Context: an optimization exercise on an open-source flow, tuned for small area. The choices shown serve that exercise and are no tape-out recipe. In this exercise RTL edits were held to simulation tests only and were not proved equivalent to the original.

Setup of T:
==> flow/design.v (excerpt) <==
module rv_core (
    input  logic        clk,
    input  logic        rst_n,
    output logic [31:0] imem_addr,
    input  logic [31:0] imem_insn,
    output logic [31:0] dmem_addr,
    output logic [31:0] dmem_wdata,
    input  logic [31:0] dmem_rdata,
    output logic        dmem_wen,
    output logic [3:0]  byte_en
);
    logic [2:0]  ph;       
    logic        p2;       
    logic        clr;      
    logic [29:0] pc;
    logic        inc;      
    logic [31:0] insn;
    logic [6:0]  opcode;
    logic [2:0]  f3;
    logic        alt;
    assign insn   = imem_insn;
    assign opcode = insn[6:0];
    assign f3     = insn[14:12];
    assign alt    = insn[30];
    logic is_op, is_opi, is_ld, is_st, alu_cls, is_sh, is_slt, ld_ok, st_ok;
    logic two, last, writes, ph0, ph7;
    assign is_op   = opcode == 7'b0110011;
    assign is_opi  = opcode == 7'b0010011;
    assign is_ld   = opcode == 7'b0000011;
    assign is_st   = opcode == 7'b0100011;
    assign alu_cls = is_op || is_opi;
    assign is_sh   = alu_cls && f3[1:0] == 2'b01;
    assign is_slt  = alu_cls && f3[2:1] == 2'b01;
    assign ld_ok   = is_ld && f3 != 3'd3 && f3 != 3'd6 && f3 != 3'd7;
    assign st_ok   = is_st && (f3 == 3'd0 || f3 == 3'd1 || f3 == 3'd2);
    assign two     = is_sh || is_slt || ld_ok || st_ok;
    assign last    = p2 || !two;
    assign writes  = alu_cls || ld_ok;
    assign ph0     = ph == 3'd0;
    assign ph7     = ph == 3'd7;
    always_ff @(posedge clk) begin
        if (!rst_n) begin
            ph  <= 3'd0;
            p2  <= 1'b0;
            clr <= 1'b1;
            pc  <= 30'd0;
            inc <= 1'b0;
        end else begin
  ...
==> module rv_core, before the edit <==
module rv_core (
    input  logic        clk,
    input  logic        rst_n,
    output logic [31:0] imem_addr,
    input  logic [31:0] imem_insn,
    output logic [31:0] dmem_addr,
    output logic [31:0] dmem_wdata,
    input  logic [31:0] dmem_rdata,
    output logic        dmem_wen,
    output logic [3:0]  byte_en
);
    logic [2:0]  ph;       
    logic        p2;       
    logic        clr;      
    logic [29:0] pc;
    logic        inc;      
    logic [31:0] insn;
    logic [6:0]  opcode;
    logic [2:0]  f3;
    logic        alt;
    assign insn   = imem_insn;
    assign opcode = insn[6:0];
    assign f3     = insn[14:12];
    assign alt    = insn[30];
    logic is_op, is_opi, is_ld, is_st, alu_cls, is_sh, is_slt, ld_ok, st_ok;
    logic two, last, writes, ph0, ph7;
    assign is_op   = opcode == 7'b0110011;
    assign is_opi  = opcode == 7'b0010011;
    assign is_ld   = opcode == 7'b0000011;
    assign is_st   = opcode == 7'b0100011;
    assign alu_cls = is_op || is_opi;
    assign is_sh   = alu_cls && f3[1:0] == 2'b01;
    assign is_slt  = alu_cls && f3[2:1] == 2'b01;
    assign ld_ok   = is_ld && f3 != 3'd3 && f3 != 3'd6 && f3 != 3'd7;
    assign st_ok   = is_st && (f3 == 3'd0 || f3 == 3'd1 || f3 == 3'd2);
    assign two     = is_sh || is_slt || ld_ok || st_ok;
    assign last    = p2 || !two;
    assign writes  = alu_cls || ld_ok;
    assign ph0     = ph == 3'd0;
    assign ph7     = ph == 3'd7;
    always_ff @(posedge clk) begin
        if (!rst_n) begin
            ph  <= 3'd0;
            p2  <= 1'b0;
            clr <= 1'b1;
            pc  <= 30'd0;
            inc <= 1'b0;
        end else begin
            ph  <= ph + 3'd1;
            inc <= ph == 3'd6 && !clr && last;
            if (inc) pc <= pc + 30'd1;
            if (ph7) begin
                clr <= 1'b0;
                if (!clr) p2 <= two && !p2;
            end
        end
    end
    assign imem_addr = {pc, 2'b00};
    logic [3:0] ra, rb, wd;
    logic       wen;
    assign wen = !clr && writes && last;
    rv_regfile u_rf (
        .clk(clk), .we_all(clr), .wen(wen), .rd(insn[11:7]), .wd(wd),
        .rs1(insn[19:15]), .rs2(insn[24:20]), .ra(ra), .rb(rb)
    );
    logic [3:0] b, bb, sum, alu_dig;
    logic       sub, cin, cout, cq, lt;
    logic [3:0] imm;
    always_comb begin
        case (ph)
            3'd0:    imm = is_st ? insn[10:7] : insn[23:20];
            3'd1:    imm = {insn[27:25], is_st ? insn[11] : insn[24]};
            3'd2:    imm = insn[31:28];
            default: imm = {4{insn[31]}};
        endcase
    end
    assign b   = is_op ? rb : imm;
    assign sub = (is_op && f3 == 3'd0 && alt) || is_slt;
    assign bb  = is_sh ? 4'd0 : b ^ {4{sub}};
    assign cin = ph0 ? sub : cq;
    logic [3:0] pp, gg;
    logic [4:0] cc;
    assign pp = ra ^ bb;
    assign gg = ra & bb;
    always_comb begin
        cc[0] = cin;
        for (int i = 0; i < 4; i++) cc[i + 1] = gg[i] | (pp[i] & cc[i]);
    end
    assign sum  = pp ^ cc[3:0];
    assign cout = cc[4];
    assign lt  = (f3[0] ? 1'b1 : (ra[3] ^ ~b[3])) ^ cout;
    always_ff @(posedge clk) begin
        cq <= (ph7 && is_slt) ? lt : cout;
    end
    always_comb begin
        case (f3)
            3'd4:    alu_dig = pp;
            3'd6:    alu_dig = pp | gg;
            3'd7:    alu_dig = gg;
            default: alu_dig = sum;
        endcase
    end
    logic [31:0] A, W;
    logic [3:0]  w_sh;
    always_ff @(posedge clk) begin
        if (!p2 || is_sh) A <= {sum, A[31:4]};
        W <= {is_st ? rb : w_sh, W[31:4]};
    end
    assign dmem_addr  = A;
    assign dmem_wdata = W;
    logic [4:0] shq;
    logic [2:0] q, k;
    logic [1:0] r, m;
    logic       sll, fsign;
    logic [3:0] prevq, cur_f, prev_f, fill, sh_dig;
    logic [7:0] cat;
    always_ff @(posedge clk) begin
        if (!p2 && ph0) shq[3:0] <= b;
        if (!p2 && ph == 3'd1) shq[4] <= b[0];
    end
    assign prevq = A[31:28];
    assign sll    = !f3[2] || shq == 5'd0;
    assign q      = shq[4:2];
    assign r      = shq[1:0];
    assign fill   = {4{!sll && alt && fsign}};
    assign cur_f  = (p2 == sll) ? ra : fill;
    assign prev_f = ((p2 && !ph0) == sll) ? prevq : fill;
    assign cat    = {cur_f, prev_f};
    assign m      = (r == 2'd0) ? 2'd0 : (sll ? 2'd0 - r : r);
    always_comb begin
        case (m)
            2'd1:    w_sh = cat[4:1];
            2'd2:    w_sh = cat[5:2];
            2'd3:    w_sh = cat[6:3];
            default: w_sh = cat[7:4];
        endcase
    end
    assign k = sll ? 3'd0 - q : q + {2'd0, r != 2'd0};
    always_comb begin
        case (k)
            3'd0:    sh_dig = w_sh;
            3'd1:    sh_dig = W[7:4];
            3'd2:    sh_dig = W[11:8];
            3'd3:    sh_dig = W[15:12];
            3'd4:    sh_dig = W[19:16];
            3'd5:    sh_dig = W[23:20];
            3'd6:    sh_dig = W[27:24];
            default: sh_dig = W[31:28];
        endcase
    end
    logic [1:0] m2;
    logic [3:0] idx, raw, ld_dig;
    logic       lw, inr;
    assign m2  = A[1:0];
    assign lw  = f3[1];
    assign idx = {1'b0, ph} + (lw ? 4'd0 : {1'b0, m2, 1'b0});
    always_comb begin
        case (idx)
            4'd0:    raw = dmem_rdata[3:0];
            4'd1:    raw = dmem_rdata[7:4];
            4'd2:    raw = dmem_rdata[11:8];
            4'd3:    raw = dmem_rdata[15:12];
            4'd4:    raw = dmem_rdata[19:16];
            4'd5:    raw = dmem_rdata[23:20];
            4'd6:    raw = dmem_rdata[27:24];
            4'd7:    raw = dmem_rdata[31:28];
            default: raw = 4'd0;
        endcase
    end
    assign inr    = lw || (f3[0] ? ph <= 3'd3 : ph <= 3'd1);
    assign ld_dig = inr ? raw : {4{!f3[2] && fsign}};
    always_ff @(posedge clk) begin
        if (!p2 && ph7) fsign <= ra[3];
        else if (p2 && is_ld && ph == {1'b0, f3[0], 1'b1}) fsign <= raw[3];
    end
    always_comb begin
        if (clr)          wd = 4'd0;
        else if (!p2)     wd = alu_dig;
        else if (is_ld)   wd = ld_dig;
        else if (is_sh)   wd = sh_dig;
        else              wd = {3'd0, ph0 && cq};
    end
    assign dmem_wen = p2 && st_ok && ph == {2'd0 - m2, 1'b0};
    always_comb begin
        case (m2)
            2'd0:    byte_en = {f3[1], f3[1], f3[1] || f3[0], 1'b1};
            2'd1:    byte_en = {f3[1], f3[1] || f3[0], 1'b1, 1'b0};
            2'd2:    byte_en = {f3[1] || f3[0], 1'b1, 2'b00};
            default: byte_en = 4'b1000;
        endcase
    end
endmodule
==> flow/config.mk <==
export PLATFORM = sky130hd
export DESIGN_NAME = rv_core
export DESIGN_NICKNAME = rv_core
export VERILOG_FILES = /design/flow/design.v
export SDC_FILE = /design/flow/constraint.sdc
export NUM_CORES = 4
export LEC_CHECK = 0
export CAP_MARGIN = 20
export CORE_MARGIN = 2
export CORE_UTILIZATION = 65
export PLACE_DENSITY = 0.8
export SLEW_MARGIN = 20
export BUFFER_PORTS_ARGS = -buffer_cell sky130_fd_sc_hd__buf_1
export CTS_ARGS = -sink_clustering_enable -repair_clock_nets -dont_use_dummy_load -buf_list sky130_fd_sc_hd__clkbuf_8 -sink_clustering_size 18 -sink_clustering_max_diameter 50
==> flow/constraint.sdc <==
create_clock -name core_clock -period 6.5 [get_ports {clk}]
set_input_delay 1.3000 -clock core_clock [delete_from_list [all_inputs] [get_ports {clk}]]
set_output_delay 1.3000 -clock core_clock [all_outputs]
set_load 0.01 [all_outputs]
standard.sh (not shown) runs the stock make flow with config.mk's settings and CLKGATE_MAP_FILE= SYNTH_SCRIPT=/design/flow/synth_recipe.tcl, a recipe that flattens the netlist after the stock synthesis.
==> flow/flow/run.sh <==
#!/bin/bash
# Layout flow: the standard ORFS flow (standard.sh) with these changes:
#  - synthesis is the standard synthesis script, except that ABC maps the
#    logic with an area-oriented script (flow/abc_area_nf.script) instead of
#    ORFS's speed script, and adders are left to ABC instead of being mapped to
#    full/half-adder cells first (ADDER_MAP_FILE empty); registers, names,
#    flattening and renaming are unchanged
#  - port buffers use the smallest buffer cell instead of clkdlybuf4s50_1
#  - CTS clusters more sinks per clock buffer and inserts no dummy loads
# Each tool writes its full log under orfs/logs/; make's own output goes to
# flow_make.log in the work folder.
set -euo pipefail
W=$PWD
cat >> config.mk <<'CFG'
export BUFFER_PORTS_ARGS = -buffer_cell sky130_fd_sc_hd__buf_1
export CTS_ARGS = -sink_clustering_enable -repair_clock_nets -dont_use_dummy_load -buf_list sky130_fd_sc_hd__clkbuf_8 -sink_clustering_size 18 -sink_clustering_max_diameter 50
CFG
cat > flow/synth_area.tcl <<TCL
proc abc {args} {
  set i [lsearch -exact \$args -script]
  if {\$i >= 0} { lset args [expr {\$i + 1}] $W/flow/abc_area_nf.script }
  yosys abc {*}\$args
}
source $W/synth_recipe.tcl
TCL
sed "s#SYNTH_SCRIPT=[^ ]*#SYNTH_SCRIPT=$W/flow/synth_area.tcl ADDER_MAP_FILE=#" standard.sh > flow/standard_area.sh
grep -q "SYNTH_SCRIPT=$W/flow/synth_area.tcl" flow/standard_area.sh
bash flow/standard_area.sh > flow_make.log 2>&1
==> flow/flow/abc_area_nf.script <==
strash
dc2
&get -n
&st
&dch -f
&nf -R 1000
&put
## Diff of input files: S against T
--- a/flow/design.v
+++ b/flow/design.v
@@ -109,46 +109,42 @@
     logic       wen;
     assign wen = !clr && writes && last;
     rv_regfile u_rf (
         .clk(clk), .we_all(clr), .wen(wen), .rd(insn[11:7]), .wd(wd),
         .rs1(insn[19:15]), .rs2(insn[24:20]), .ra(ra), .rb(rb)
     );
-    logic [3:0] b, bb, sum, alu_dig;
+    logic [3:0] imm_i, imm_s, b, bb, sum, alu_dig;
     logic       sub, cin, cout, cq, lt;
-    logic [3:0] imm;
     always_comb begin
         case (ph)
-            3'd0:    imm = is_st ? insn[10:7] : insn[23:20];
-            3'd1:    imm = {insn[27:25], is_st ? insn[11] : insn[24]};
-            3'd2:    imm = insn[31:28];
-            default: imm = {4{insn[31]}};
-        endcase
-    end
-    assign b   = is_op ? rb : imm;
+            3'd0:    imm_i = insn[23:20];
+            3'd1:    imm_i = insn[27:24];
+            3'd2:    imm_i = insn[31:28];
+            default: imm_i = {4{insn[31]}};
+        endcase
+        case (ph)
+            3'd0:    imm_s = insn[10:7];
+            3'd1:    imm_s = {insn[27:25], insn[11]};
+            3'd2:    imm_s = insn[31:28];
+            default: imm_s = {4{insn[31]}};
+        endcase
+    end
+    assign b   = is_op ? rb : (is_st ? imm_s : imm_i);
     assign sub = (is_op && f3 == 3'd0 && alt) || is_slt;
     assign bb  = is_sh ? 4'd0 : b ^ {4{sub}};
     assign cin = ph0 ? sub : cq;
-    logic [3:0] pp, gg;
-    logic [4:0] cc;
-    assign pp = ra ^ bb;
-    assign gg = ra & bb;
-    always_comb begin
-        cc[0] = cin;
-        for (int i = 0; i < 4; i++) cc[i + 1] = gg[i] | (pp[i] & cc[i]);
-    end
-    assign sum  = pp ^ cc[3:0];
-    assign cout = cc[4];
+    assign {cout, sum} = {1'b0, ra} + {1'b0, bb} + {4'd0, cin};
     assign lt  = (f3[0] ? 1'b1 : (ra[3] ^ ~b[3])) ^ cout;
     always_ff @(posedge clk) begin
         cq <= (ph7 && is_slt) ? lt : cout;
     end
     always_comb begin
         case (f3)
-            3'd4:    alu_dig = pp;
-            3'd6:    alu_dig = pp | gg;
-            3'd7:    alu_dig = gg;
+            3'd4:    alu_dig = ra ^ b;
+            3'd6:    alu_dig = ra | b;
+            3'd7:    alu_dig = ra & b;
             default: alu_dig = sum;
         endcase
     end
     logic [31:0] A, W;
     logic [3:0]  w_sh;
     always_ff @(posedge clk) begin
Of T and S, the run reporting the higher wire length on met3 was S.
Per the comparison of S with T, area growth from synthesis to final layout -0.28 points; sequential cell count ~0 delta; number of global-route vias before repair ~0 delta.
Count of clock-buffer cells in the layout: S vs T down about 2.7%
Finished layout cell area essentially unchanged between T and S.
On minimum setup slack in the final design, T loses to S.

[port drivers added, routing unchanged]
The results above use ideal ports. As a check the final layouts listed here were re-extracted and re-timed, cells and wires unchanged. Step 1 (the two cells are an assumption about what drives the block):
set clk [get_ports {clk}]
set_driving_cell -lib_cell sky130_fd_sc_hd__clkbuf_16 $clk
set_driving_cell -lib_cell sky130_fd_sc_hd__buf_2 [delete_from_list [all_inputs] $clk]
Step 2 moves the port delays by t, midway between the first and last clock arrival at a register: inputs arrive t later, outputs are due t later. That takes back most of the time a late clock gives input paths. Three values: no drivers, after step 1, after step 2; two values: the first two.
| run | shift t [ns] | setup slack, ns | pins driven straight from the clock port |
|---|---|---|---|
| T | 0.681 | 0.689 / 0.655 / -0.026 | 1 |
| S | 0.690 | 0.946 / 0.926 / 0.236 | 1 |
Met with ideal ports but missed after step 2: setup timing in T. For T, which loses most, drivers alone change the setup slack by -0.034 ns; drivers and shift together by -0.715 ns.
